What follows belongs to an exercise in optimizing a design on an open flow for small area, a short achievable clock period and few clock cycles per item; a production flow would make more cautious choices.
In this exercise RTL edits were held to simulation tests only and were not proved equivalent to the original.
Power and IR drop assume default switching activity.

main:
==> flow/design.v <==
module chacha_stream (
   input  logic       clk,
   input  logic       rst_n,
   input  logic       in_valid,
   input  logic       in_first,
   input  logic [1:0] in_sel,
   input  logic [7:0] in_data,
   output logic       in_ready,
   input  logic       start,
   input  logic       hold,
   output logic       busy,
   output logic       out_valid,
   input  logic       out_ready,
   output logic [7:0] out_data,
   output logic       out_last,
   output logic       ctr_wrap,
   output logic [1:0] dbg_state
);
   logic       s_idle;          
   logic       ov_q;            
   logic       bz_q;            
   logic       run_q;           
   logic       done_q;          
   logic [6:0] cnt;             
   logic [5:0] k;               
   logic       last_q;          
   logic       transfer;        
   logic       out_hs, last_hs;
   assign in_ready  = s_idle;
   assign busy      = bz_q;
   assign out_valid = ov_q;
   assign out_last  = last_q;
   assign dbg_state = {ov_q, bz_q};
   assign transfer = done_q && !ov_q;
   assign out_hs   = ov_q && out_ready;
   assign last_hs  = out_hs && last_q;
   logic [7:0] key_b   [32];
   logic [7:0] nonce_b [12];
   logic [7:0] ctr_b   [4];
   logic [5:0] kptr;            
   logic [3:0] nptr;            
   logic [2:0] cptr;            
   logic       wrap_q;
   logic [31:0] ctr_w, ctr_inc;
   assign ctr_w   = {ctr_b[3], ctr_b[2], ctr_b[1], ctr_b[0]};
   assign ctr_inc = ctr_w + 32'd1;
   logic       wr_beat;
   logic [5:0] kpos;
   logic [3:0] npos;
   logic [2:0] cpos;
   always_comb begin
      wr_beat = in_valid && s_idle;
      kpos    = in_first ? 6'd0 : kptr;
      npos    = in_first ? 4'd0 : nptr;
      cpos    = in_first ? 3'd0 : cptr;
   end
   always_ff @(posedge clk) begin
      if (!rst_n) begin
         for (int i = 0; i < 32; i++) key_b[i] <= '0;
         for (int i = 0; i < 12; i++) nonce_b[i] <= '0;
         for (int i = 0; i < 4; i++) ctr_b[i] <= '0;
         kptr   <= '0;
         nptr   <= '0;
         cptr   <= '0;
         wrap_q <= 1'b0;
      end else begin
         if (wr_beat && in_sel == 2'd0) begin
            kptr <= (kpos < 6'd32) ? kpos + 6'd1 : kpos;
            for (int i = 0; i < 32; i++) if (kpos == 6'(i)) key_b[i] <= in_data;
         end
         if (wr_beat && in_sel == 2'd1) begin
            nptr <= (npos < 4'd12) ? npos + 4'd1 : npos;
            for (int i = 0; i < 12; i++) if (npos == 4'(i)) nonce_b[i] <= in_data;
         end
         if (wr_beat && in_sel == 2'd2) begin
            cptr <= (cpos < 3'd4) ? cpos + 3'd1 : cpos;
            for (int i = 0; i < 4; i++) if (cpos == 3'(i)) ctr_b[i] <= in_data;
         end
         if (last_hs) begin
            ctr_b[0] <= ctr_inc[7:0];
            ctr_b[1] <= ctr_inc[15:8];
            ctr_b[2] <= ctr_inc[23:16];
            ctr_b[3] <= ctr_inc[31:24];
            if (&ctr_w) wrap_q <= 1'b1;
         end
      end
   end
   assign ctr_wrap = wrap_q;
   logic [7:0] in_byte [64];
   localparam logic [127:0] SIGMA = {32'h6b206574, 32'h79622d32, 32'h3320646e, 32'h61707865};
   always_comb begin
      for (int i = 0; i < 16; i++) in_byte[i] = SIGMA[8*i +: 8];
      for (int i = 0; i < 32; i++) in_byte[16 + i] = key_b[i];
      for (int i = 0; i < 4; i++) in_byte[48 + i] = ctr_b[i];
      for (int i = 0; i < 12; i++) in_byte[52 + i] = nonce_b[i];
   end
   logic [31:0] w [16];
   logic [31:0] ld [16];         
   always_comb begin
      for (int i = 0; i < 16; i++)
         ld[i] = {in_byte[4*i+3], in_byte[4*i+2], in_byte[4*i+1], in_byte[4*i]};
      if (!s_idle) ld[12] = ctr_inc;
   end
   logic        load_work;
   logic [1:0]  stp;
   logic        diag;
   assign load_work = s_idle || transfer;
   assign stp  = cnt[1:0];
   assign diag = cnt[2];
   function automatic logic [31:0] rotl(input logic [31:0] x, input int n);
      rotl = (x << n) | (x >> (32 - n));
   endfunction
   logic [31:0] r0 [4], r1 [4], r2 [4], r3 [4];
   logic [31:0] xs [4], ys [4];
   always_comb begin
      for (int j = 0; j < 4; j++) begin
         xs[j] = r0[j] + r1[j];
         ys[j] = r3[j] ^ xs[j];
      end
   end
   always_ff @(posedge clk) begin
      if (load_work) begin
         for (int j = 0; j < 4; j++) begin
            r0[j] <= ld[j];
            r1[j] <= ld[4 + j];
            r2[j] <= ld[8 + j];
            r3[j] <= ld[12 + j];
         end
      end else if (run_q) begin
         for (int j = 0; j < 4; j++) begin
            r3[j] <= r1[j];
            case (stp)
               2'd0: begin
                  r0[j] <= r2[j];
                  r1[j] <= rotl(ys[j], 16);
                  r2[j] <= xs[j];
               end
               2'd1: begin
                  r0[j] <= r2[j];
                  r1[j] <= rotl(ys[j], 12);
                  r2[j] <= xs[j];
               end
               2'd2: begin
                  r0[j] <= r2[j];
                  r1[j] <= rotl(ys[j], 8);
                  r2[j] <= xs[j];
               end
               default: begin
                  r1[j] <= rotl(ys[(j + 2) % 4], 7);
                  if (!diag) begin
                     r0[j] <= r2[(j + 1) % 4];
                     r2[j] <= xs[(j + 3) % 4];
                  end else begin
                     r0[j] <= r2[(j + 3) % 4];
                     r2[j] <= xs[(j + 1) % 4];
                  end
               end
            endcase
         end
      end
   end
   always_comb begin
      for (int j = 0; j < 4; j++) begin
         w[j]      = r0[j];
         w[4 + j]  = r1[j];
         w[8 + j]  = r2[j];
         w[12 + j] = r3[j];
      end
   end
   always_ff @(posedge clk) begin
      if (!rst_n) begin
         s_idle <= 1'b1;
         run_q  <= 1'b0;
         done_q <= 1'b0;
         ov_q   <= 1'b0;
         bz_q   <= 1'b0;
      end else begin
         if (s_idle && start) begin
            s_idle <= 1'b0;
            run_q  <= 1'b1;
            bz_q   <= 1'b1;
         end
         if (run_q && cnt == 7'd79) begin
            run_q  <= 1'b0;
            done_q <= 1'b1;
         end
         if (transfer) begin
            run_q  <= 1'b1;
            done_q <= 1'b0;
            ov_q   <= 1'b1;
            bz_q   <= 1'b0;
         end
         if (last_hs) begin
            ov_q   <= 1'b0;
            bz_q   <= 1'b1;
         end
      end
   end
   always_ff @(posedge clk) begin
      if (load_work)  cnt <= '0;
      else if (run_q) cnt <= cnt + 7'd1;
   end
   logic [31:0] ob [16];
   always_ff @(posedge clk) begin
      if (transfer) for (int i = 0; i < 16; i++) ob[i] <= w[i];
   end
   logic [7:0] od_q, nx_q, ns_q;
   logic       cy_q;
   logic [5:0] fidx;            
   logic [7:0] fx;
   logic [31:0] fw;
   logic [8:0] bsum;
   always_comb begin
      fidx = k + 6'd2;
      fw   = ob[fidx[5:2]];
      fx   = fw[8*fidx[1:0] +: 8];
      bsum = {1'b0, nx_q} + {1'b0, ns_q} + {8'd0, cy_q && (k[1:0] != 2'd3)};
   end
   always_ff @(posedge clk) begin
      if (transfer) begin
         {cy_q, od_q} <= {1'b0, w[0][7:0]} + {1'b0, in_byte[0]};
         nx_q   <= w[0][15:8];
         ns_q   <= in_byte[1];
         k      <= 6'd0;
         last_q <= 1'b0;
      end else if (out_hs) begin
         {cy_q, od_q} <= bsum;
         nx_q   <= fx;
         ns_q   <= in_byte[fidx];
         k      <= k + 6'd1;
         last_q <= (k == 6'd62);
      end
   end
   assign out_data = od_q;
endmodule
export LEC_CHECK = 0
export CAP_MARGIN = 20
export CORE_MARGIN = 2
export CORE_UTILIZATION = 35
export SLEW_MARGIN = 20
create_clock -name core_clock -period 15.0 [get_ports {clk}]
standard.sh (not shown) runs the stock make flow with config.mk's settings and CLKGATE_MAP_FILE= SYNTH_SCRIPT=/design/flow/synth_recipe.tcl, a recipe that flattens the netlist after the stock synthesis.
==> flow/flow/run.sh <==
#!/bin/bash
# Standard layout (the standard.sh: standard synthesis, floorplan, place,
# CTS, route, finish), with timing repair asked to leave setup margin so the
# layout reaches a shorter period than the clock constraint requires.  The
# SDC (clock period, I/O delays, loads) is the standard flow's, unchanged.
export SETUP_SLACK_MARGIN=11
bash standard.sh > standard.log 2>&1
main finished all stages; the layout is clean.
Testbench counts of main, summed over its fixed seeds: cycles 44,006, items 29,056.
Setup changes, main to the feature branch
--- a/flow/design.v
+++ b/flow/design.v
@@ -103,9 +103,9 @@
    end
    logic        load_work;
    logic [1:0]  stp;
    logic        diag;
-   assign load_work = s_idle || transfer;
+   assign load_work = s_idle || done_q;
    assign stp  = cnt[1:0];
    assign diag = cnt[2];
    function automatic logic [31:0] rotl(input logic [31:0] x, input int n);
       rotl = (x << n) | (x >> (32 - n));
@@ -125,9 +125,9 @@
             r1[j] <= ld[4 + j];
             r2[j] <= ld[8 + j];
             r3[j] <= ld[12 + j];
          end
-      end else if (run_q) begin
+      end else begin
          for (int j = 0; j < 4; j++) begin
             r3[j] <= r1[j];
             case (stp)
                2'd0: begin
@@ -183,11 +183,13 @@
          if (run_q && cnt == 7'd79) begin
             run_q  <= 1'b0;
             done_q <= 1'b1;
          end
-         if (transfer) begin
+         if (done_q) begin
             run_q  <= 1'b1;
             done_q <= 1'b0;
+         end
+         if (transfer) begin
             ov_q   <= 1'b1;
             bz_q   <= 1'b0;
          end
          if (last_hs) begin
@@ -210,18 +212,18 @@
    logic [7:0] fx;
    logic [31:0] fw;
    logic [8:0] bsum;
    always_comb begin
-      fidx = k + 6'd2;
+      fidx = transfer ? 6'd1 : k + 6'd2;
       fw   = ob[fidx[5:2]];
       fx   = fw[8*fidx[1:0] +: 8];
       bsum = {1'b0, nx_q} + {1'b0, ns_q} + {8'd0, cy_q && (k[1:0] != 2'd3)};
    end
    always_ff @(posedge clk) begin
       if (transfer) begin
          {cy_q, od_q} <= {1'b0, w[0][7:0]} + {1'b0, in_byte[0]};
          nx_q   <= w[0][15:8];
-         ns_q   <= in_byte[1];
+         ns_q   <= in_byte[fidx];
          k      <= 6'd0;
          last_q <= 1'b0;
       end else if (out_hs) begin
          {cy_q, od_q} <= bsum;
On initial antenna violation count: between the feature branch and main, it ends up lower for main.
Diff main -> the feature branch: via count fell 7.3%, final core utilization rose 0.90 points, clock network power share rose 2.0 points.
Going from main to the feature branch, the non-clock buffer count was found to have gone up by 21.
NOTE total power main->the feature branch decreased by a few percent
Diff the feature branch and main: mean instance size in the synthesized netlist higher in main
Note that the number of synthesized flops with an enable pin recorded for main amounts to 1.7 times the value seen in the feature branch.
Against main, the feature branch comes in 0.037 ns higher on transition time at the pin with the least slew margin.
main → the feature branch: number of inserted filler cells in the final layout lost 7.8%; combinational power dropped about 12%; least setup slack across all paths after layout went down by 0.12 ns.
Against main, the feature branch comes in 8.0% lower on floorplan die area.
Testbench counts of the feature branch, summed over its fixed seeds: cycles 44,006, items 29,056.

[what the ideal ports hide]
How much do the figures lean on ideal ports? The routed layouts below were timed once more, with nothing changed but the port constraints.
Step 1 sets driving cells, clkbuf_16 on the clock port and buf_2 on the other inputs (assumed; they add their load-dependent delay and slew).
Step 2 also shifts input and output timing later by t, the mid clock arrival at the registers, as if the neighbouring blocks saw the same clock.
Three values: no drivers, after step 1, after step 2; two values: the first two.
run	t (ns)	setup slack, ns	clock arrival spread, ns	slew at the worst register clock pin (ns)	worst data-port slew with drivers (ns)
main	0.940	10.531 / 10.439 / 9.957	0.050 / 0.050	0.07 / 0.07	0.09
the feature branch	0.967	10.412 / 10.412 / 10.003	0.063 / 0.063	0.08 / 0.08	0.05
After both steps setup and hold are still met in every run listed. For main, which loses most, drivers alone change the setup slack by -0.092 ns; drivers and shift together by -0.574 ns.
